From an optimization exercise on the open Yosys and OpenROAD flow, aimed at small area, a short achievable clock period and few clock cycles per item; shortcuts taken in it are not production practice. In this exercise RTL edits were held to simulation tests only and were not proved equivalent to the original. Power is estimated from default activity; no workload was simulated.

<file path="flow/run.sh">
#!/bin/bash
# The standard layout (the standard.sh: unchanged synthesis and ORFS steps) with two
# changes to how it optimises, none to the constraints:
#  - every input and output port still gets its own buffer, but a buf_4 instead of the
#    delay-cell buffer buffer_ports picks by default.
# Make's output goes to layout.log here; each ORFS step keeps its own log under orfs/logs.
set -euo pipefail
extra='SETUP_SLACK_MARGIN=7.0 "BUFFER_PORTS_ARGS=-buffer_cell sky130_fd_sc_hd__buf_4"'
sed "s|\"\\\${@:-finish}\"|$extra \"\${@:-finish}\"|" standard.sh > tuned.sh
grep -q 'SETUP_SLACK_MARGIN=7.0' tuned.sh
bash tuned.sh > layout.log 2>&1
</file>
<file path="config.mk">
export PLATFORM = sky130hd
export DESIGN_NAME = dbg_mem_top
export DESIGN_NICKNAME = dbg_mem_top
export VERILOG_FILES = /design/flow/design.v
export SDC_FILE = /design/flow/constraint.sdc
export NUM_CORES = 4
export LEC_CHECK = 0
export CAP_MARGIN = 20
export CORE_MARGIN = 2
export CORE_UTILIZATION = 70
export CTS_CLUSTER_DIAMETER = 100
export CTS_CLUSTER_SIZE = 24
export SLEW_MARGIN = 20
</file>
<file path="design.v">
package dbg_mem_pkg;
  localparam int unsigned CLKS_PER_BIT = 16;
  localparam int unsigned BIT_CNT_W    = $clog2(CLKS_PER_BIT);
  localparam int unsigned DATA_W      = 32;
  localparam int unsigned STRB_W      = DATA_W / 8;
  localparam int unsigned MEM_WORDS   = 64;
  localparam int unsigned MEM_ADDR_W  = 8;
  localparam int unsigned WORD_ADDR_W = MEM_ADDR_W - 2;
  localparam int unsigned AXIL_ADDR_W = 16;
  localparam int unsigned FIELD_BYTES = 2;
  localparam int unsigned LEN_W       = FIELD_BYTES * 8;
  localparam int unsigned HDR_W       = 2 * LEN_W;
  localparam int unsigned HDR_CNT_W   = $clog2(2 * FIELD_BYTES);
  localparam logic [7:0] CMD_READ  = 8'h11;
  localparam logic [7:0] CMD_WRITE = 8'h12;
  localparam logic [7:0] BYTE_ACK  = 8'h06;
  localparam logic [7:0] BYTE_EOT  = 8'h04;
  localparam logic [1:0] RESP_OKAY   = 2'b00;
  localparam logic [1:0] RESP_SLVERR = 2'b10;
  typedef struct packed {
    logic [WORD_ADDR_W-1:0] addr;
    logic                   we;
    logic [DATA_W-1:0]      wdata;
    logic [STRB_W-1:0]      strb;
  } mem_req_t;
  typedef struct packed {
    logic                   aw_valid;
    logic [AXIL_ADDR_W-1:0] aw_addr;
    logic                   w_valid;
    logic [DATA_W-1:0]      w_data;
    logic [STRB_W-1:0]      w_strb;
    logic                   b_ready;
    logic                   ar_valid;
    logic [AXIL_ADDR_W-1:0] ar_addr;
    logic                   r_ready;
  } axil_req_t;
  typedef struct packed {
    logic              aw_ready;
    logic              w_ready;
    logic              ar_ready;
    logic              b_valid;
    logic [1:0]        b_resp;
    logic              r_valid;
    logic [DATA_W-1:0] r_data;
    logic [1:0]        r_resp;
  } axil_rsp_t;
endpackage
`timescale 1ns/1ps
import dbg_mem_pkg::*;
module uart_byte_rx (
  input  logic       clk,
  input  logic       rst_n_i,
  input  logic       rx_i,
  output logic       byte_valid_o,
  output logic [7:0] byte_o
);
  typedef enum logic [1:0] {RX_IDLE, RX_START, RX_DATA, RX_STOP} rx_state_e;
  rx_state_e            state_q;
  logic                 rx_meta_q, rx_sync_q;
  logic [BIT_CNT_W-1:0] cnt_q;
  logic [2:0]           bit_q;
  logic [7:0]           shift_q;
  logic                 bit_end;
  assign bit_end = (cnt_q == BIT_CNT_W'(CLKS_PER_BIT - 1));
  always_ff @(posedge clk) begin
    if (!rst_n_i) begin
      rx_meta_q    <= 1'b1;
      rx_sync_q    <= 1'b1;
      state_q      <= RX_IDLE;
      cnt_q        <= '0;
      bit_q        <= '0;
      byte_valid_o <= 1'b0;
    end else begin
      rx_meta_q    <= rx_i;
      rx_sync_q    <= rx_meta_q;
      byte_valid_o <= 1'b0;
      cnt_q        <= cnt_q + 1'b1;
      case (state_q)
        RX_IDLE: begin
          cnt_q <= '0;
          if (!rx_sync_q) state_q <= RX_START;
        end
        RX_START: begin
          if (cnt_q == BIT_CNT_W'(CLKS_PER_BIT / 2 - 1)) begin
            cnt_q   <= '0;
            bit_q   <= '0;
            state_q <= rx_sync_q ? RX_IDLE : RX_DATA;
          end
        end
        RX_DATA: begin
          if (bit_end) begin
            bit_q <= bit_q + 1'b1;
            if (bit_q == 3'd7) state_q <= RX_STOP;
          end
        end
        default: begin
          if (bit_end) begin
            byte_valid_o <= rx_sync_q;
            state_q      <= RX_IDLE;
          end
        end
      endcase
    end
  end
  always_ff @(posedge clk) begin
    if (state_q == RX_DATA && bit_end) shift_q <= {rx_sync_q, shift_q[7:1]};
  end
  assign byte_o = shift_q;
endmodule
`timescale 1ns/1ps
import dbg_mem_pkg::*;
module uart_byte_tx (
  input  logic       clk,
  input  logic       rst_n_i,
  input  logic       send_i,
  input  logic [7:0] byte_i,
  output logic       busy_o,
  output logic       tx_o
);
  logic                 busy_q;
  logic [BIT_CNT_W-1:0] cnt_q;
  logic [3:0]           bit_q;
  logic [9:0]           frame_q;
  logic                 bit_end;
  assign bit_end = (cnt_q == BIT_CNT_W'(CLKS_PER_BIT - 1));
  always_ff @(posedge clk) begin
    if (!rst_n_i) begin
      busy_q <= 1'b0;
      cnt_q  <= '0;
      bit_q  <= '0;
    end else if (!busy_q) begin
      cnt_q <= '0;
      bit_q <= '0;
      if (send_i) busy_q <= 1'b1;
    end else begin
      cnt_q <= cnt_q + 1'b1;
      if (bit_end) begin
        bit_q <= bit_q + 1'b1;
        if (bit_q == 4'd9) busy_q <= 1'b0;
      end
    end
  end
  always_ff @(posedge clk) begin
    if (!rst_n_i) frame_q[0] <= 1'b1;
    else if (send_i && !busy_q) frame_q[0] <= 1'b0;
    else if (busy_q && bit_end) frame_q[0] <= frame_q[1];
  end
  always_ff @(posedge clk) begin
    if (send_i && !busy_q) frame_q[9:1] <= {1'b1, byte_i};
    else if (busy_q && bit_end) frame_q[9:1] <= {1'b1, frame_q[9:2]};
  end
  assign busy_o = busy_q;
  assign tx_o   = frame_q[0];
endmodule
`timescale 1ns/1ps
import dbg_mem_pkg::*;
module uart_dbg_engine (
  input  logic              clk,
  input  logic              rst_n_i,
  input  logic              rx_valid_i,
  input  logic [7:0]        rx_byte_i,
  output logic              tx_send_o,
  output logic [7:0]        tx_byte_o,
  input  logic              tx_busy_i,
  output logic              mem_req_valid_o,
  output logic              mem_we_o,
  output logic [MEM_ADDR_W-1:0] mem_addr_o,
  output logic [7:0]        mem_wdata_o,
  input  logic              mem_gnt_i,
  input  logic              mem_rvalid_i,
  input  logic [DATA_W-1:0] mem_rdata_i
);
  typedef enum logic [3:0] {
    S_IDLE, S_HDR, S_ACK, S_DATA, S_DATA_RX, S_DATA_REQ, S_DATA_RD, S_DATA_TX, S_EOT
  } eng_state_e;
  eng_state_e            state_q;
  logic [HDR_CNT_W-1:0]  hdr_cnt_q;
  logic [MEM_ADDR_W-1:0] addr_q;
  logic [LEN_W-1:0]      len_q;
  logic                  is_write_q;
  logic                  ack_only_q;
  logic [7:0]            data_q;
  always_ff @(posedge clk) begin
    if (!rst_n_i) begin
      state_q    <= S_IDLE;
      hdr_cnt_q  <= '0;
      addr_q     <= '0;
      len_q      <= '0;
      is_write_q <= 1'b0;
      ack_only_q <= 1'b0;
    end else begin
      case (state_q)
        S_IDLE: begin
          if (rx_valid_i) begin
            if (rx_byte_i == BYTE_ACK) begin
              ack_only_q <= 1'b1;
              state_q    <= S_ACK;
            end else if (rx_byte_i == CMD_READ || rx_byte_i == CMD_WRITE) begin
              is_write_q <= (rx_byte_i == CMD_WRITE);
              ack_only_q <= 1'b0;
              hdr_cnt_q  <= '0;
              state_q    <= S_HDR;
            end
          end
        end
        S_HDR: begin
          if (rx_valid_i) begin
            hdr_cnt_q <= hdr_cnt_q + 1'b1;
            case (hdr_cnt_q)
              2'd0:    addr_q        <= rx_byte_i;
              2'd1:    ;
              2'd2:    len_q[7:0]    <= rx_byte_i;
              default: begin
                len_q[15:8] <= rx_byte_i;
                state_q     <= S_ACK;
              end
            endcase
          end
        end
        S_ACK: begin
          if (!tx_busy_i) state_q <= ack_only_q ? S_IDLE : S_DATA;
        end
        S_DATA: begin
          if (len_q == '0) state_q <= S_EOT;
          else state_q <= is_write_q ? S_DATA_RX : S_DATA_REQ;
        end
        S_DATA_RX: begin
          if (rx_valid_i) state_q <= S_DATA_REQ;
        end
        S_DATA_REQ: begin
          if (mem_gnt_i) begin
            if (is_write_q) begin
              addr_q  <= addr_q + 1'b1;
              len_q   <= len_q - 1'b1;
              state_q <= S_DATA;
            end else begin
              state_q <= S_DATA_RD;
            end
          end
        end
        S_DATA_RD: begin
          if (mem_rvalid_i) state_q <= S_DATA_TX;
        end
        S_DATA_TX: begin
          if (!tx_busy_i) begin
            addr_q  <= addr_q + 1'b1;
            len_q   <= len_q - 1'b1;
            state_q <= S_DATA;
          end
        end
        default: begin
          if (!tx_busy_i) state_q <= S_IDLE;
        end
      endcase
    end
  end
  always_ff @(posedge clk) begin
    if (state_q == S_DATA_RX && rx_valid_i) data_q <= rx_byte_i;
    else if (state_q == S_DATA_RD && mem_rvalid_i) data_q <= mem_rdata_i[8*addr_q[1:0] +: 8];
  end
  always_comb begin
    tx_send_o = !tx_busy_i && (state_q == S_ACK || state_q == S_DATA_TX || state_q == S_EOT);
    case (state_q)
      S_ACK:   tx_byte_o = BYTE_ACK;
      S_EOT:   tx_byte_o = BYTE_EOT;
      default: tx_byte_o = data_q;
    endcase
  end
  assign mem_req_valid_o = (state_q == S_DATA_REQ);
  assign mem_we_o        = is_write_q;
  assign mem_addr_o      = addr_q;
  assign mem_wdata_o     = data_q;
endmodule
`timescale 1ns/1ps
import dbg_mem_pkg::*;
module axil_mem_port (
  input  logic                    clk,
  input  logic                    rst_n_i,
  input  dbg_mem_pkg::axil_req_t  axil_req_i,
  output dbg_mem_pkg::axil_rsp_t  axil_rsp_o,
  input  logic                    dbg_req_i,
  input  logic                    dbg_we_i,
  input  logic [MEM_ADDR_W-1:0]   dbg_addr_i,
  input  logic [7:0]              dbg_wdata_i,
  output logic                    dbg_gnt_o,
  output logic                    dbg_rvalid_o,
  output logic [DATA_W-1:0]       dbg_rdata_o,
  output logic [7:0]              mem_wsel_hi_o,
  output logic [7:0]              mem_wsel_lo_o,
  output logic [DATA_W-1:0]       mem_wdata_o,
  output logic [STRB_W-1:0]       mem_wstrb_o,
  output logic [MEM_WORDS-1:0]    mem_rsel_o,
  input  logic [DATA_W-1:0]       mem_rdata_i
);
  localparam int unsigned QD = 3;   
  logic ar_rdy_q, aw_rdy_q;
  logic ar_acc, aw_acc, dbg_hold, dbg_rd;
  logic                   rd_v_q, rd_dbg_q, rd_dbg2_q, rd_err_q;
  logic [MEM_WORDS-1:0]   rd_sel_q;
  logic                   wr_axi_q, wr_err_q;
  logic [7:0]             wr_hi_q, wr_lo_q;
  logic [DATA_W-1:0]      wr_data_q;
  logic [STRB_W-1:0]      wr_strb_q;
  logic [QD-1:0]          rv_q, re_q, bv_q, be_q;
  logic [DATA_W-1:0]      rdat_q [QD];
  logic                   r_pop, b_pop;
  assign ar_acc    = axil_req_i.ar_valid && ar_rdy_q;
  assign aw_acc    = axil_req_i.aw_valid && axil_req_i.w_valid && aw_rdy_q;
  assign dbg_gnt_o = dbg_req_i && !ar_rdy_q && !aw_rdy_q;
  assign dbg_hold  = dbg_req_i && !dbg_gnt_o;
  assign dbg_rd    = dbg_gnt_o && !dbg_we_i;
  assign r_pop     = rv_q[0] && axil_req_i.r_ready;
  assign b_pop     = bv_q[0] && axil_req_i.b_ready;
  logic r_ge2, r_ge3, b_ge2, b_ge3, r_full_nxt, b_full_nxt;
  assign r_ge2 = rv_q[1] || (rv_q[0] && rd_v_q);
  assign r_ge3 = rv_q[2] || (rv_q[1] && rd_v_q);
  assign b_ge2 = bv_q[1] || (bv_q[0] && wr_axi_q);
  assign b_ge3 = bv_q[2] || (bv_q[1] && wr_axi_q);
  assign r_full_nxt = (ar_acc && !r_pop) ? r_ge2 : (ar_acc == r_pop) && r_ge3;
  assign b_full_nxt = (aw_acc && !b_pop) ? b_ge2 : (aw_acc == b_pop) && b_ge3;
  always_ff @(posedge clk) begin
    if (!rst_n_i) begin
      ar_rdy_q <= 1'b0;
      aw_rdy_q <= 1'b0;
      rd_v_q   <= 1'b0;
      rd_dbg_q <= 1'b0;
      rd_dbg2_q <= 1'b0;
      wr_hi_q  <= '0;
      wr_axi_q <= 1'b0;
    end else begin
      ar_rdy_q <= !r_full_nxt && !dbg_hold && !dbg_rd;
      aw_rdy_q <= !b_full_nxt && !dbg_hold && !dbg_rd;
      rd_v_q   <= ar_acc;
      rd_dbg_q <= dbg_rd;
      rd_dbg2_q <= rd_dbg_q;
      for (int h = 0; h < 8; h++)
        wr_hi_q[h] <= ((aw_acc && !aw_err) || (dbg_gnt_o && dbg_we_i)) && wr_addr[5:3] == 3'(h);
      wr_axi_q <= aw_acc;
    end
  end
  logic                   ar_err, aw_err;
  logic [WORD_ADDR_W-1:0] rd_addr, wr_addr;
  assign ar_err  = (axil_req_i.ar_addr >= AXIL_ADDR_W'(MEM_WORDS * 4));
  assign aw_err  = (axil_req_i.aw_addr >= AXIL_ADDR_W'(MEM_WORDS * 4));
  assign rd_addr = dbg_gnt_o ? dbg_addr_i[MEM_ADDR_W-1:2] : axil_req_i.ar_addr[MEM_ADDR_W-1:2];
  assign wr_addr = dbg_gnt_o ? dbg_addr_i[MEM_ADDR_W-1:2] : axil_req_i.aw_addr[MEM_ADDR_W-1:2];
  always_ff @(posedge clk) begin
    rd_err_q  <= ar_err;
    for (int w = 0; w < MEM_WORDS; w++)
      rd_sel_q[w] <= (rd_addr == WORD_ADDR_W'(w)) && (dbg_gnt_o || !ar_err);
    wr_err_q  <= aw_err;
    for (int l = 0; l < 8; l++) wr_lo_q[l] <= (wr_addr[2:0] == 3'(l));
    wr_data_q <= dbg_gnt_o ? {STRB_W{dbg_wdata_i}} :
                 rd_dbg_q  ? mem_rdata_i : axil_req_i.w_data;
    wr_strb_q <= dbg_gnt_o ? (STRB_W'(1) << dbg_addr_i[1:0]) : axil_req_i.w_strb;
  end
  assign mem_wsel_hi_o = wr_hi_q;
  assign mem_wsel_lo_o = wr_lo_q;
  assign mem_wdata_o  = wr_data_q;
  assign mem_wstrb_o  = wr_strb_q;
  assign mem_rsel_o   = rd_sel_q;
  assign dbg_rvalid_o = rd_dbg2_q;
  assign dbg_rdata_o  = wr_data_q;
  logic [QD-1:0]     rv_sh, re_sh, bv_sh, be_sh;
  logic [DATA_W-1:0] rdat_sh [QD];
  logic [DATA_W-1:0] r_new;
  assign r_new = mem_rdata_i;
  always_comb begin
    for (int i = 0; i < QD; i++) begin
      if (i < QD - 1) begin
        rv_sh[i]   = r_pop ? rv_q[i+1]   : rv_q[i];
        re_sh[i]   = r_pop ? re_q[i+1]   : re_q[i];
        rdat_sh[i] = r_pop ? rdat_q[i+1] : rdat_q[i];
        bv_sh[i]   = b_pop ? bv_q[i+1]   : bv_q[i];
        be_sh[i]   = b_pop ? be_q[i+1]   : be_q[i];
      end else begin
        rv_sh[i]   = r_pop ? 1'b0 : rv_q[i];
        re_sh[i]   = re_q[i];
        rdat_sh[i] = rdat_q[i];
        bv_sh[i]   = b_pop ? 1'b0 : bv_q[i];
        be_sh[i]   = be_q[i];
      end
    end
  end
  logic r_push, b_push;
  assign r_push = rd_v_q;
  assign b_push = wr_axi_q;
  always_ff @(posedge clk) begin
    for (int i = 0; i < QD; i++) begin
      if (r_push && !rv_sh[i] && (i == 0 || rv_sh[i > 0 ? i-1 : 0])) begin
        rdat_q[i] <= r_new;
        re_q[i]   <= rd_err_q;
      end else begin
        rdat_q[i] <= rdat_sh[i];
        re_q[i]   <= re_sh[i];
      end
      if (b_push && !bv_sh[i] && (i == 0 || bv_sh[i > 0 ? i-1 : 0])) be_q[i] <= wr_err_q;
      else be_q[i] <= be_sh[i];
    end
  end
  always_ff @(posedge clk) begin
    if (!rst_n_i) begin
      rv_q <= '0;
      bv_q <= '0;
    end else begin
      for (int i = 0; i < QD; i++) begin
        rv_q[i] <= rv_sh[i] || (r_push && (i == 0 || rv_sh[i > 0 ? i-1 : 0]));
        bv_q[i] <= bv_sh[i] || (b_push && (i == 0 || bv_sh[i > 0 ? i-1 : 0]));
      end
    end
  end
  always_comb begin
    axil_rsp_o.aw_ready = aw_rdy_q;
    axil_rsp_o.w_ready  = aw_rdy_q;
    axil_rsp_o.ar_ready = ar_rdy_q;
    axil_rsp_o.b_valid  = bv_q[0];
    axil_rsp_o.b_resp   = be_q[0] ? RESP_SLVERR : RESP_OKAY;
    axil_rsp_o.r_valid  = rv_q[0];
    axil_rsp_o.r_data   = rdat_q[0];
    axil_rsp_o.r_resp   = re_q[0] ? RESP_SLVERR : RESP_OKAY;
  end
endmodule
`timescale 1ns/1ps
import dbg_mem_pkg::*;
module scratch_mem (
  input  logic                   clk,
  input  logic [7:0]             wsel_hi_i,   
  input  logic [7:0]             wsel_lo_i,   
  input  logic [DATA_W-1:0]      wdata_i,
  input  logic [STRB_W-1:0]      wstrb_i,
  input  logic [MEM_WORDS-1:0]   rsel_i,    
  output logic [DATA_W-1:0]      rdata_o
);
  logic [DATA_W-1:0] mem_q [MEM_WORDS];
  always_ff @(posedge clk) begin
    for (int w = 0; w < MEM_WORDS; w++) begin
      for (int b = 0; b < STRB_W; b++) begin
        if (wsel_hi_i[w / 8] && wsel_lo_i[w % 8] && wstrb_i[b])
          mem_q[w][8*b +: 8] <= wdata_i[8*b +: 8];
      end
    end
  end
  always_comb begin
    rdata_o = '0;
    for (int w = 0; w < MEM_WORDS; w++) rdata_o = rdata_o | (mem_q[w] & {DATA_W{rsel_i[w]}});
  end
endmodule
`timescale 1ns/1ps
import dbg_mem_pkg::*;
module dbg_mem_top (
  input  logic      clk,
  input  logic      rst_n_i,
  input  logic      uart_rx_i,
  output logic      uart_tx_o,
  input  logic                   axil_aw_valid_i,
  output logic                   axil_aw_ready_o,
  input  logic [AXIL_ADDR_W-1:0] axil_aw_addr_i,
  input  logic                   axil_w_valid_i,
  output logic                   axil_w_ready_o,
  input  logic [DATA_W-1:0]      axil_w_data_i,
  input  logic [STRB_W-1:0]      axil_w_strb_i,
  output logic                   axil_b_valid_o,
  input  logic                   axil_b_ready_i,
  output logic [1:0]             axil_b_resp_o,
  input  logic                   axil_ar_valid_i,
  output logic                   axil_ar_ready_o,
  input  logic [AXIL_ADDR_W-1:0] axil_ar_addr_i,
  output logic                   axil_r_valid_o,
  input  logic                   axil_r_ready_i,
  output logic [DATA_W-1:0]      axil_r_data_o,
  output logic [1:0]             axil_r_resp_o
);
  dbg_mem_pkg::axil_req_t axil_req_i;
  dbg_mem_pkg::axil_rsp_t axil_rsp_o;
  assign axil_req_i.aw_valid = axil_aw_valid_i;
  assign axil_req_i.aw_addr  = axil_aw_addr_i;
  assign axil_req_i.w_valid  = axil_w_valid_i;
  assign axil_req_i.w_data   = axil_w_data_i;
  assign axil_req_i.w_strb   = axil_w_strb_i;
  assign axil_req_i.b_ready  = axil_b_ready_i;
  assign axil_req_i.ar_valid = axil_ar_valid_i;
  assign axil_req_i.ar_addr  = axil_ar_addr_i;
  assign axil_req_i.r_ready  = axil_r_ready_i;
  assign axil_aw_ready_o = axil_rsp_o.aw_ready;
  assign axil_w_ready_o  = axil_rsp_o.w_ready;
  assign axil_ar_ready_o = axil_rsp_o.ar_ready;
  assign axil_b_valid_o  = axil_rsp_o.b_valid;
  assign axil_b_resp_o   = axil_rsp_o.b_resp;
  assign axil_r_valid_o  = axil_rsp_o.r_valid;
  assign axil_r_data_o   = axil_rsp_o.r_data;
  assign axil_r_resp_o   = axil_rsp_o.r_resp;
  logic                   rx_valid, tx_send, tx_busy;
  logic [7:0]             rx_byte, tx_byte;
  logic                   dbg_valid, dbg_we, dbg_gnt, dbg_rvalid;
  logic [MEM_ADDR_W-1:0]  dbg_addr;
  logic [7:0]             dbg_wdata;
  logic [7:0]             mem_wsel_hi, mem_wsel_lo;
  logic [MEM_WORDS-1:0]   mem_rsel;
  logic [DATA_W-1:0]      mem_wdata, mem_rdata, dbg_rdata;
  logic [STRB_W-1:0]      mem_wstrb;
  uart_byte_rx i_uart_rx (
    .clk          ( clk       ),
    .rst_n_i      ( rst_n_i   ),
    .rx_i         ( uart_rx_i ),
    .byte_valid_o ( rx_valid  ),
    .byte_o       ( rx_byte   )
  );
  uart_byte_tx i_uart_tx (
    .clk     ( clk       ),
    .rst_n_i ( rst_n_i   ),
    .send_i  ( tx_send   ),
    .byte_i  ( tx_byte   ),
    .busy_o  ( tx_busy   ),
    .tx_o    ( uart_tx_o )
  );
  uart_dbg_engine i_dbg_engine (
    .clk             ( clk        ),
    .rst_n_i         ( rst_n_i    ),
    .rx_valid_i      ( rx_valid   ),
    .rx_byte_i       ( rx_byte    ),
    .tx_send_o       ( tx_send    ),
    .tx_byte_o       ( tx_byte    ),
    .tx_busy_i       ( tx_busy    ),
    .mem_req_valid_o ( dbg_valid  ),
    .mem_we_o        ( dbg_we     ),
    .mem_addr_o      ( dbg_addr   ),
    .mem_wdata_o     ( dbg_wdata  ),
    .mem_gnt_i       ( dbg_gnt    ),
    .mem_rvalid_i    ( dbg_rvalid ),
    .mem_rdata_i     ( dbg_rdata  )
  );
  axil_mem_port i_axil_port (
    .clk          ( clk        ),
    .rst_n_i      ( rst_n_i    ),
    .axil_req_i   ( axil_req_i ),
    .axil_rsp_o   ( axil_rsp_o ),
    .dbg_req_i    ( dbg_valid  ),
    .dbg_we_i     ( dbg_we     ),
    .dbg_addr_i   ( dbg_addr   ),
    .dbg_wdata_i  ( dbg_wdata  ),
    .dbg_gnt_o    ( dbg_gnt    ),
    .dbg_rvalid_o ( dbg_rvalid ),
    .dbg_rdata_o  ( dbg_rdata  ),
    .mem_wsel_hi_o ( mem_wsel_hi ),
    .mem_wsel_lo_o ( mem_wsel_lo ),
    .mem_wdata_o  ( mem_wdata  ),
    .mem_wstrb_o  ( mem_wstrb  ),
    .mem_rsel_o   ( mem_rsel   ),
    .mem_rdata_i  ( mem_rdata  )
  );
  scratch_mem i_mem (
    .clk     ( clk       ),
    .wsel_hi_i ( mem_wsel_hi ),
    .wsel_lo_i ( mem_wsel_lo ),
    .wdata_i ( mem_wdata ),
    .wstrb_i ( mem_wstrb ),
    .rsel_i  ( mem_rsel  ),
    .rdata_o ( mem_rdata )
  );
endmodule
</file>
<file path="constraint.sdc">
create_clock -name core_clock -period 10.0 [get_ports {clk}]
set_input_delay 2.0000 -clock core_clock [delete_from_list [all_inputs] [get_ports {clk}]]
set_output_delay 2.0000 -clock core_clock [all_outputs]
set_load 0.01 [all_outputs]
</file>
<file path="standard.sh">
#!/bin/bash
# synth_recipe.tcl (not shown) runs the flow's synth.tcl, then flattens the netlist and writes it again
# the make line also repeats each setting of config.mk as NAME=value (left out here)
make -C /OpenROAD-flow-scripts/flow DESIGN_CONFIG=/design/flow/config.mk WORK_HOME=/design/flow/orfs CLKGATE_MAP_FILE= SYNTH_SCRIPT=/design/flow/synth_recipe.tcl "${@:-finish}"
</file>
==> reports/qor.log, run 1 <==
qor: status.outcome timing/DRC/antenna clean
qor: setup_path.cpPeakStageDelay 0.44 ns
qor: floorplanning.die_footprint 127300 um^2
qor: global_routing.grt_remaining_overflow 0
qor: clock_tree.insertion_delay 0.79 ns
qor: timing.finalCriticalPeriod 3.354 ns
qor: synth.async_flop_share 0
qor: global_routing.grt_start_max_net_pins 66
qor: setup_path.reg_to_reg_critical_path_startpoint i_axil_port.rd_sel_q[28]
qor: power_and_ir_drop.vdd.ir_drop.worst 210.3 uV
qor: drt.route.met3.wl 58790 um
qor: place.gp_congestion 0.9583
qor: synth.synth_sequential_area_ratio 0.7918
qor: setup_path.crit_path_cell_trace buf_6
qor: final_layout.nets 4996
qor: setup_path.path_delay_family flip-flops
qor: timing.total_of_endpoints_with_negative_setup_slack_in_the_final_report 0
qor: global_routing.grt_first_pass_wirelength 413700 um
qor: place.placement.io_buffers 111
qor: synth.post_synth_num_cell_types 73
qor: timing.max_freq 298.2 MHz
qor: setup_path.crit_arrival 1.35 ns
qor: floorplanning.chipHeight 356.8 um
qor: synth.yosys_warnings 8
qor: floorplanning.starting_density_of_the_core 0.7045
qor: synth.ys.flop_type edfxtp_1
qor: setup_path.setup.worst_path.class reg2out
qor: synth.syn-instance-count 4871
qor: clock_tree.cts_htree_levels 3
qor: timing.rsz0062_at_grt true
qor: drt.wl 311300 um
qor: clock_tree.ctsLongestPathBuffers 3
qor: drt.post_drt_wl_per_cell 47.14 um
qor: clock_tree.tritoncts.num_buffers 108
qor: floorplanning.row_count 129
qor: setup_path.cp_data_required_time 8.00 ns
qor: hold_path.timing.hold.worst.start i_uart_rx.rx_meta_q
qor: synth.postSynthAreaPerCell 17.88 um^2
qor: clock_tree.cts_root_buf clkbuf_16
qor: timing.timing.max_slew.rel_slack 0.2112
qor: drt.detail_route.iter0.violations 12326
qor: timing.min_period_over_period 0.3354
qor: hold_path.worst_hold_path_type reg2reg
qor: setup_path.critical_path_buf_inv_count 1
qor: power_and_ir_drop.total_leakage_power 30.54 nW
qor: synth.synth_cell_count_leaders 2174 x edfxtp_1, 512 x a221oi_1, 512 x a22o_1
qor: synth.post-synth-top-area-fraction 0.7495
qor: timing.report.final.hold_viol_count 0
qor: synth.synth_edf_count 2174
qor: timing.setup_total_negative_slack 0 ns
qor: drt.dr_drc_count 0
qor: setup_path.crit_path_max_fanout 1
qor: drt.met1Wirelength 97390 um
qor: drt.vias 54574
qor: setup_path.cpMaxStageDelayCell edfxtp_1
qor: timing.clock_skew_after_layout 0.02676 ns
qor: run.max_cap_violations 0
qor: setup_path.setup.worst_path.start_class flip-flop
qor: drt.detail_route.vias_per_cell 8.264
qor: timing.timing_worst_slew_pin_value 1.183 ns
qor: synth.area_contributors_post_synth edfxtp_1 75%, a221oi_1 5.1%, a22o_1 5.1%
qor: setup_path.worst_setup_path_endpoint axil_r_data_o[31]
qor: synth.netlist_area 87100 um^2
qor: setup_path.regToRegSetupSlack 6.87 ns
qor: timing.fin_hold_ws 0.4266 ns
qor: global_routing.antenna_found_initial 14
qor: timing.layout_setup_ws 6.646 ns
qor: setup_path.critical_path.reg2reg.endpoint i_axil_port.rdat_q[0][6]
qor: drt.dr.max_layer_used met5
qor: floorplanning.die_width 356.8 um
qor: setup_path.timing.critical_path.to_type output port
qor: timing.timing.final.max_slew_violations 0
qor: place.pre_cts_ws 6.136 ns
qor: synth.synth_most_common_cell edfxtp_1
qor: setup_path.worstRegToRegCells 6
qor: global_routing.grt_pass1_vias 50101
qor: floorplanning.core_area 123600 um^2
qor: synth.ys_ff_latch 2358
qor: clock_tree.cts.clk_slew.worst_paths 0.10 ns
qor: floorplanning.io_pins 118
qor: clock_tree.clock-sinks 2358
qor: setup_path.startpoint i_axil_port.rdat_q[0][31]
qor: power_and_ir_drop.power.density_cell_area 171.1 nW/um^2
qor: drt.drt-pass1-iter-count 9
qor: clock_tree.tritoncts_clock_tree yes
qor: clock_tree.cts_hold_buf 0
qor: final_layout.layout-area-overhead-vs-synth 8.360%
qor: place.dp_hpwl 181000 um
qor: final_layout.drive_gt1_frac 0.1516
qor: drt.drt.antenna.violating_nets 0
qor: drt.detailroute.wirelength.met2 128200 um
qor: global_routing.tot_gr_track_use 0.4896
qor: synth.netlist.top_cell.by_area edfxtp_1
qor: setup_path.critical_path_cell_count 1
## cells by family (layout without fill, tap and decap cells)
kind of cell / count (synthesis) / in the layout / share of synthesized area
other: 1 / 8 / 0.00004305
and+or+nand+nor: 795 / 796 / 0.05428
muxes: 92 / 92 / 0.01286
buffers and inverters: 370 / 458 / 0.01840
AOI/OAI and AO/OA: 1226 / 1226 / 0.1189
DFF: 2358 / 2358 / 0.7918
xor gates and xnor gates: 10 / 10 / 0.001005
adders and majority gates: 19 / 19 / 0.002729
## state kept, by name (all words and copies together) (netlist names), 3 cells and up
| signal | flops |
|---|---|
| i_dbg_engine.addr_q | 8 |
| i_dbg_engine.data_q | 8 |
| i_dbg_engine.state_q | 4 |
| i_uart_rx.cnt_q | 4 |
| i_axil_port.rd_sel_q | 64 |
| i_dbg_engine.len_q | 16 |
| i_axil_port.wr_data_q | 32 |
| i_axil_port.wr_lo_q | 8 |
| i_axil_port.rv_q | 3 |
| i_axil_port.wr_hi_q | 8 |
| i_axil_port.wr_strb_q | 4 |
| i_axil_port.bv_q | 3 |
| i_axil_port.rdat_q | 96 |
| i_uart_tx.bit_q | 4 |
| i_uart_tx.frame_q | 9 |
| i_uart_tx.cnt_q | 4 |
| i_mem.mem_q | 2048 |
| i_uart_rx.shift_q | 8 |
| i_uart_rx.bit_q | 3 |
| i_axil_port.be_q | 3 |
| i_axil_port.re_q | 3 |
## worst min-delay path by stage
stage	end	depth (start not counted)	slack, ns
floorplan	i_uart_rx.rx_sync_q	1	0.39
global placement	i_uart_rx.rx_sync_q	1	0.40
detailed placement	i_uart_rx.rx_sync_q	1	0.40
CTS	i_uart_rx.rx_sync_q	1	0.43
global route	i_uart_rx.rx_sync_q	1	0.45
finish	i_uart_rx.rx_sync_q	1	0.43
## routing by layer
metal,up-vias,global-route usage
met4,16,0.3201
met5,-,0.002593
met3,1356,0.1993
li1,20479,-
met1,26894,0.6519
met2,5829,0.6723
## through the flow
step                      instances  power, mW  instance area, um^2  utilization
after floorplan                4872      11.14                87520            -
after global placement         6394      11.29                89870       0.7269
after detailed placement       6395      11.30                89920       0.7273
after CTS                      6573      16.05                93760       0.7583
after global routing           6598      16.39                94370       0.7633
final                          6604      16.15                94380       0.7634
## layout make-up
class                   count  area, um^2
diodes                      6       15.01
clock buffers             166        3005
clock inverters             4       65.06
fillers                  7065       29250
inverters                  33       123.9
multi-input cells        2145       17450
flip-flops and latches   2358       69220
well taps                1637        2048
repair buffers            255        2455
## report_power, final
part / switching (mW) / total [mW] / leakage [nW] / internal [mW]
registers: 0.0500 / 10.8 / 21.2 / 10.7
logic: 0.220 / 0.292 / 7.90 / 0.0714
clock network: 2.97 / 5.06 / 1.47 / 2.09
## cell usage in the layout (no fill, tap or decap), types with 8 or more instances in the layout
cell type / count
and3_1: 270
mux4_2: 8
a221oi_2: 40
nor3_1: 40
buf_4: 167
a211o_1: 33
a221oi_4: 13
ha_1: 19
buf_8: 11
nor3_2: 41
a22o_1: 512
nor2_1: 80
nand3_1: 21
nand2_1: 74
buf_12: 11
a221oi_1: 459
dfxtp_1: 62
a31oi_1: 11
or4_4: 35
a211oi_1: 10
dfxtp_4: 41
o21ai_0: 31
nand4_1: 132
clkbuf_16: 112
a21oi_1: 48
edfxtp_1: 2174
inv_1: 32
clkbuf_1: 54
nand2b_1: 11
buf_6: 61
a21o_1: 8
dfxtp_2: 81
mux2_2: 79
nor3b_1: 42
## repair_timing
| item | in CTS | in global routing |
|---|---|---|
| buffers inserted | 6 | 25 |
| pin swaps | 26 | 25 |
| hold endpoints to repair | 0 | 0 |
| resized for setup | 142 | 87 |
| gates cloned | 2 | 0 |
| setup endpoints to repair | 206 | 184 |
Testbench counts, summed over its fixed seeds: cycles 6,416, items 6,400.
==> run 2: changes to the inputs <==
--- a/design.v
+++ b/design.v
@@ -293,15 +293,16 @@
   input  logic [DATA_W-1:0]       mem_rdata_i
 );
   localparam int unsigned QD = 3;   
+  localparam int unsigned BQ = 2;   
   logic ar_rdy_q, aw_rdy_q;
   logic ar_acc, aw_acc, dbg_hold, dbg_rd;
   logic                   rd_v_q, rd_dbg_q, rd_dbg2_q, rd_err_q;
   logic [MEM_WORDS-1:0]   rd_sel_q;
-  logic                   wr_axi_q, wr_err_q;
   logic [7:0]             wr_hi_q, wr_lo_q;
   logic [DATA_W-1:0]      wr_data_q;
   logic [STRB_W-1:0]      wr_strb_q;
-  logic [QD-1:0]          rv_q, re_q, bv_q, be_q;
+  logic [QD-1:0]          rv_q, re_q;
+  logic [BQ-1:0]          bv_q, be_q;
   logic [DATA_W-1:0]      rdat_q [QD];
   logic                   r_pop, b_pop;
   assign ar_acc    = axil_req_i.ar_valid && ar_rdy_q;
@@ -311,13 +312,11 @@
   assign dbg_rd    = dbg_gnt_o && !dbg_we_i;
   assign r_pop     = rv_q[0] && axil_req_i.r_ready;
   assign b_pop     = bv_q[0] && axil_req_i.b_ready;
-  logic r_ge2, r_ge3, b_ge2, b_ge3, r_full_nxt, b_full_nxt;
+  logic r_ge2, r_ge3, r_full_nxt, b_full_nxt;
   assign r_ge2 = rv_q[1] || (rv_q[0] && rd_v_q);
   assign r_ge3 = rv_q[2] || (rv_q[1] && rd_v_q);
-  assign b_ge2 = bv_q[1] || (bv_q[0] && wr_axi_q);
-  assign b_ge3 = bv_q[2] || (bv_q[1] && wr_axi_q);
   assign r_full_nxt = (ar_acc && !r_pop) ? r_ge2 : (ar_acc == r_pop) && r_ge3;
-  assign b_full_nxt = (aw_acc && !b_pop) ? b_ge2 : (aw_acc == b_pop) && b_ge3;
+  assign b_full_nxt = (aw_acc && !b_pop) ? bv_q[0] : (aw_acc == b_pop) && bv_q[1];
   always_ff @(posedge clk) begin
     if (!rst_n_i) begin
       ar_rdy_q <= 1'b0;
@@ -326,7 +325,6 @@
       rd_dbg_q <= 1'b0;
       rd_dbg2_q <= 1'b0;
       wr_hi_q  <= '0;
-      wr_axi_q <= 1'b0;
     end else begin
       ar_rdy_q <= !r_full_nxt && !dbg_hold && !dbg_rd;
       aw_rdy_q <= !b_full_nxt && !dbg_hold && !dbg_rd;
@@ -335,7 +333,6 @@
       rd_dbg2_q <= rd_dbg_q;
       for (int h = 0; h < 8; h++)
         wr_hi_q[h] <= ((aw_acc && !aw_err) || (dbg_gnt_o && dbg_we_i)) && wr_addr[5:3] == 3'(h);
-      wr_axi_q <= aw_acc;
     end
   end
   logic                   ar_err, aw_err;
@@ -348,7 +345,6 @@
     rd_err_q  <= ar_err;
     for (int w = 0; w < MEM_WORDS; w++)
       rd_sel_q[w] <= (rd_addr == WORD_ADDR_W'(w)) && (dbg_gnt_o || !ar_err);
-    wr_err_q  <= aw_err;
     for (int l = 0; l < 8; l++) wr_lo_q[l] <= (wr_addr[2:0] == 3'(l));
     wr_data_q <= dbg_gnt_o ? {STRB_W{dbg_wdata_i}} :
                  rd_dbg_q  ? mem_rdata_i : axil_req_i.w_data;
@@ -361,40 +357,46 @@
   assign mem_rsel_o   = rd_sel_q;
   assign dbg_rvalid_o = rd_dbg2_q;
   assign dbg_rdata_o  = wr_data_q;
-  logic [QD-1:0]     rv_sh, re_sh, bv_sh, be_sh;
+  logic [QD-1:0]     rv_sh, re_sh;
   logic [DATA_W-1:0] rdat_sh [QD];
-  logic [DATA_W-1:0] r_new;
-  assign r_new = mem_rdata_i;
+  logic [BQ-1:0]     bv_sh, be_sh;
   always_comb begin
     for (int i = 0; i < QD; i++) begin
       if (i < QD - 1) begin
         rv_sh[i]   = r_pop ? rv_q[i+1]   : rv_q[i];
         re_sh[i]   = r_pop ? re_q[i+1]   : re_q[i];
         rdat_sh[i] = r_pop ? rdat_q[i+1] : rdat_q[i];
-        bv_sh[i]   = b_pop ? bv_q[i+1]   : bv_q[i];
-        be_sh[i]   = b_pop ? be_q[i+1]   : be_q[i];
       end else begin
         rv_sh[i]   = r_pop ? 1'b0 : rv_q[i];
         re_sh[i]   = re_q[i];
         rdat_sh[i] = rdat_q[i];
-        bv_sh[i]   = b_pop ? 1'b0 : bv_q[i];
-        be_sh[i]   = be_q[i];
+      end
+    end
+    for (int i = 0; i < BQ; i++) begin
+      if (i < BQ - 1) begin
+        bv_sh[i] = b_pop ? bv_q[i+1] : bv_q[i];
+        be_sh[i] = b_pop ? be_q[i+1] : be_q[i];
+      end else begin
+        bv_sh[i] = b_pop ? 1'b0 : bv_q[i];
+        be_sh[i] = be_q[i];
       end
     end
   end
   logic r_push, b_push;
   assign r_push = rd_v_q;
-  assign b_push = wr_axi_q;
+  assign b_push = aw_acc;
   always_ff @(posedge clk) begin
     for (int i = 0; i < QD; i++) begin
       if (r_push && !rv_sh[i] && (i == 0 || rv_sh[i > 0 ? i-1 : 0])) begin
-        rdat_q[i] <= r_new;
+        rdat_q[i] <= mem_rdata_i;
         re_q[i]   <= rd_err_q;
       end else begin
         rdat_q[i] <= rdat_sh[i];
         re_q[i]   <= re_sh[i];
       end
-      if (b_push && !bv_sh[i] && (i == 0 || bv_sh[i > 0 ? i-1 : 0])) be_q[i] <= wr_err_q;
+    end
+    for (int i = 0; i < BQ; i++) begin
+      if (b_push && !bv_sh[i] && (i == 0 || bv_sh[i > 0 ? i-1 : 0])) be_q[i] <= aw_err;
       else be_q[i] <= be_sh[i];
     end
   end
@@ -403,10 +405,10 @@
       rv_q <= '0;
       bv_q <= '0;
     end else begin
-      for (int i = 0; i < QD; i++) begin
+      for (int i = 0; i < QD; i++)
         rv_q[i] <= rv_sh[i] || (r_push && (i == 0 || rv_sh[i > 0 ? i-1 : 0]));
+      for (int i = 0; i < BQ; i++)
         bv_q[i] <= bv_sh[i] || (b_push && (i == 0 || bv_sh[i > 0 ? i-1 : 0]));
-      end
     end
   end
   always_comb begin
==> run 2 against run 1 <==
Sequential power about the same. Via count is 1.3% higher. Routed wire length increased by 1.0%. Clock power is essentially flat. Cell area decreased by 0.18%. Synthesized cell count barely moved. Fmax up 0.33%. Combinational power decreased by 4%. Register-to-register slack hardly changed. Critical path depth is the same.
==> reports/qor.log, run 2 <==
qor: global_routing.tot_gr_track_use 0.4895
qor: global_routing.grt_start_max_net_pins 66
qor: synth.ys.flop_type edfxtp_1
qor: floorplanning.io_pins 118
qor: clock_tree.cts_hold_buf 0
qor: clock_tree.ctsLongestPathBuffers 3
qor: final_layout.postLayoutCoreUtil 0.7600
qor: power_and_ir_drop.p_total 16.13 mW
qor: global_routing.grt_pass1_vias 50353
qor: setup_path.timing.critical_path.to_type output port
qor: final_layout.final_design_area_no_fill 94210 um^2
qor: power_and_ir_drop.p_seq_frac 0.669
qor: place.gp_congestion 0.9508
qor: clock_tree.tritoncts.num_buffers 108
qor: setup_path.regToRegSetupSlack 6.88 ns
qor: drt.wl 314400 um
qor: place.place.detailed.instances 6377
qor: setup_path.crit_arrival 1.34 ns
qor: final_layout.nets 4967
qor: final_layout.drive_gt1_frac 0.1535
qor: setup_path.path_delay_family flip-flops
qor: setup_path.startpoint i_axil_port.rdat_q[0][8]
qor: floorplanning.core_area 124000 um^2
qor: synth.post-synth-top-area-fraction 0.7438
qor: timing.timing_worst_slew_pin_value 1.142 ns
qor: floorplanning.chipHeight 358.0 um
qor: floorplanning.die_footprint 128200 um^2
qor: clock_tree.clock-sinks 2354
qor: timing.timing.max_slew.rel_slack 0.2388
qor: drt.dr_drc_count 0
qor: timing.min_period_over_period 0.3343
qor: timing.timing.final.max_slew_violations 0
qor: timing.fin_hold_ws 0.4309 ns
qor: power_and_ir_drop.internal_power 12.89 mW
qor: setup_path.worst_setup_path_endpoint axil_r_data_o[8]
qor: synth.synth_sequential_area_ratio 0.7851
qor: setup_path.setup.worst_path.class reg2out
qor: final_layout.final_common_cell edfxtp_1
qor: drt.drt.antenna.violating_nets 0
qor: setup_path.cpPeakStageDelay 0.43 ns
qor: setup_path.critical_path_buf_inv_count 1
qor: final_layout.layout-area-overhead-vs-synth 7.394%
qor: timing.finalCriticalPeriod 3.343 ns
qor: clock_tree.cts_htree_levels 3
qor: final_layout.layout_top_registers i_mem.mem_q (2048), i_axil_port.rdat_q (96), i_axil_port.rd_sel_q (64)
qor: status.outcome timing/DRC/antenna clean
qor: synth.area_contributors_post_synth edfxtp_1 74%, a22o_1 5.1%, a221oi_1 5.0%
qor: synth.async_flop_share 0
qor: clock_tree.tritoncts_clock_tree yes
qor: setup_path.reg_to_reg_critical_path_startpoint i_axil_port.rd_sel_q[53]
qor: floorplanning.die_width 358.0 um
qor: synth.syn-instance-count 4870
qor: setup_path.cp_data_required_time 8.00 ns
qor: global_routing.grt_remaining_overflow 0
qor: power_and_ir_drop.share_comb_of_total_power 0.017
qor: synth.yosys_warnings 8
qor: synth.ys_ff_latch 2354
qor: drt.drt-pass1-iter-count 8
qor: timing.layout_setup_ws 6.657 ns
qor: timing.report.final.hold_viol_count 0
qor: setup_path.worstRegToRegCells 6
qor: place.pre_cts_ws 5.866 ns
qor: setup_path.cpMaxStageDelayCell edfxtp_1
qor: floorplanning.row_count 129
qor: global_routing.grt_first_pass_wirelength 415500 um
qor: drt.detail_route.vias_per_cell 8.395
qor: synth.postSynthAreaPerCell 18.01 um^2
qor: final_layout.top_library_cells_by_usage_in_the_layout_fill_and_taps_aside 2173 x edfxtp_1, 509 x a22o_1, 449 x a221oi_1, 264 x and3_1, 151 x buf_4
qor: synth.netlist_area 87730 um^2
qor: timing.clock_skew_after_layout 0.02862 ns
qor: power_and_ir_drop.power.share.clock 0.314
qor: drt.detail_route.iter0.violations 13145
qor: floorplanning.starting_density_of_the_core 0.7077
qor: place.dpl_cell_area 89950 um^2
qor: setup_path.critical_path.reg2reg.endpoint i_axil_port.rdat_q[0][26]
qor: drt.vias 55290
qor: hold_path.worst_hold_path_type reg2reg
qor: place.placement.io_buffers 111
qor: power_and_ir_drop.switching_share 0.2005
qor: power_and_ir_drop.power.density_cell_area 171.2 nW/um^2
qor: synth.post_synth_num_cell_types 82
qor: synth.synth_cell_count_leaders 2173 x edfxtp_1, 509 x a22o_1, 503 x a221oi_1
qor: final_layout.n_fill_cell 7075
qor: timing.rsz0062_at_grt true
qor: global_routing.antenna_found_initial 22
qor: final_layout.largest_register_ffs 2048
qor: clock_tree.cts_root_buf clkbuf_16
qor: clock_tree.insertion_delay 0.79 ns
qor: timing.setup_total_negative_slack 0 ns
qor: timing.total_of_endpoints_with_negative_setup_slack_in_the_final_report 0
qor: power_and_ir_drop.vdd.ir_drop.worst 222.0 uV
qor: clock_tree.cts.clk_slew.worst_paths 0.09 ns
qor: power_and_ir_drop.total_leakage_power 30.59 nW
qor: final_layout.layout.cells.non_filler 6586
qor: run.max_cap_violations 0
qor: setup_path.setup.worst_path.start_class flip-flop
qor: synth.netlist.top_cell.by_area edfxtp_1
qor: place.dp_hpwl 181200 um
qor: synth.synth_edf_count 2173
qor: power_and_ir_drop.total_switching_power 3.233 mW
qor: drt.post_drt_wl_per_cell 47.74 um
qor: setup_path.crit_path_max_fanout 1
qor: final_layout.registers.top_by_ff_count i_mem.mem_q
qor: setup_path.critical_path_cell_count 1
qor: timing.max_freq 299.1 MHz
qor: setup_path.crit_path_cell_trace buf_6
qor: synth.synth_most_common_cell edfxtp_1
-- run 2: worst min-delay path by stage --
stage                              from                   to  cells past startpoint
global placement    i_uart_rx.rx_meta_q  i_uart_rx.rx_sync_q                      1
floorplan           i_uart_rx.rx_meta_q  i_uart_rx.rx_sync_q                      1
global route        i_uart_rx.rx_meta_q  i_uart_rx.rx_sync_q                      1
finish              i_uart_rx.rx_meta_q  i_uart_rx.rx_sync_q                      1
detailed placement  i_uart_rx.rx_meta_q  i_uart_rx.rx_sync_q                      1
CTS                 i_uart_rx.rx_meta_q  i_uart_rx.rx_sync_q                      1
-- run 2: repair_timing --
item | in CTS | in global routing
hold endpoints to repair | 0 | 0
pin swaps | 22 | 19
buffers inserted | 15 | 3
gates resized for setup | 127 | 63
setup endpoints to repair | 223 | 127
cloned | 1 | 1
-- run 2: layer usage --
metal | wire length, um | global-route usage | part of all wire | vias to the layer above
met3 | 61350 | 0.2071 | 0.20 | 1304
met4 | 24540 | 0.3018 | 0.078 | 14
met2 | 130500 | 0.6701 | 0.41 | 6403
met1 | 97740 | 0.6546 | 0.31 | 27169
li1 | - | - | - | 20400
met5 | 319 | 0.01111 | 0.0010 | -
-- run 2: layout make-up --
class	count	area, um^2	share of cell area
Tap cell	1637	2048	0.02174
Sequential cell	2354	69100	0.7335
Timing Repair Buffer	238	2248	0.02387
Inverter	30	112.6	0.001195
Antenna cell	18	45.04	0.0004781
Clock buffer	164	3008	0.03193
Multi-Input combinational cell	2140	17580	0.1866
Clock inverter	5	66.31	0.0007039
-- run 2: logic make-up after synthesis --
logic type / synth area share
flip-flops: 0.7851
AO/OA/AOI/OAI: 0.1187
multiplexers: 0.01369
adder cells (fa/ha/maj): 0.002710
XOR/XNOR: 0.001198
AND/OR/NAND/NOR: 0.05605
other: 0.00004275
buffers and inverters: 0.02245
-- run 2: power groups by stage --
stage	clock network [mW]	registers (mW)	logic (mW)
6_report	5.06	10.8	0.281
4_1_cts	4.98	10.8	0.267
2_1_floorplan	0	11.0	0.0840
5_1_grt	5.29	10.8	0.290
3_3_place_gp	0	11.0	0.252
3_5_place_dp	0	11.0	0.261
Testbench counts of run 2, summed over its fixed seeds: cycles 6,410, items 6,400.

[separate check: timing with driven ports]
How much do the figures lean on ideal ports? The routed layouts below were timed once more, with nothing changed but the port constraints. Step 1, drivers: a clkbuf_16 drives clk and a buf_2 each remaining input, both assumed. Step 2 moves the port delays by t, midway between the first and last clock arrival at a register: inputs arrive t later, outputs are due t later. That takes back most of the time a late clock gives input paths. Slacks: ideal ports / drivers / drivers and shift; pairs: ideal ports / drivers.
run | t (ns) | slack for setup (ns) | worst setup path after step 2 | latest minus earliest clock arrival (ns) | pins driven straight from the clock port
run 1 | 0.851 | 6.646 / 6.566 / 6.284 | input to register | 0.032 / 0.031 | 1
run 2 | 0.847 | 6.657 / 6.579 / 6.314 | input to register | 0.037 / 0.037 | 1
After both steps every run listed still meets setup and hold. For run 1, which loses most, drivers alone change the setup slack by -0.080 ns; drivers and shift together by -0.362 ns.
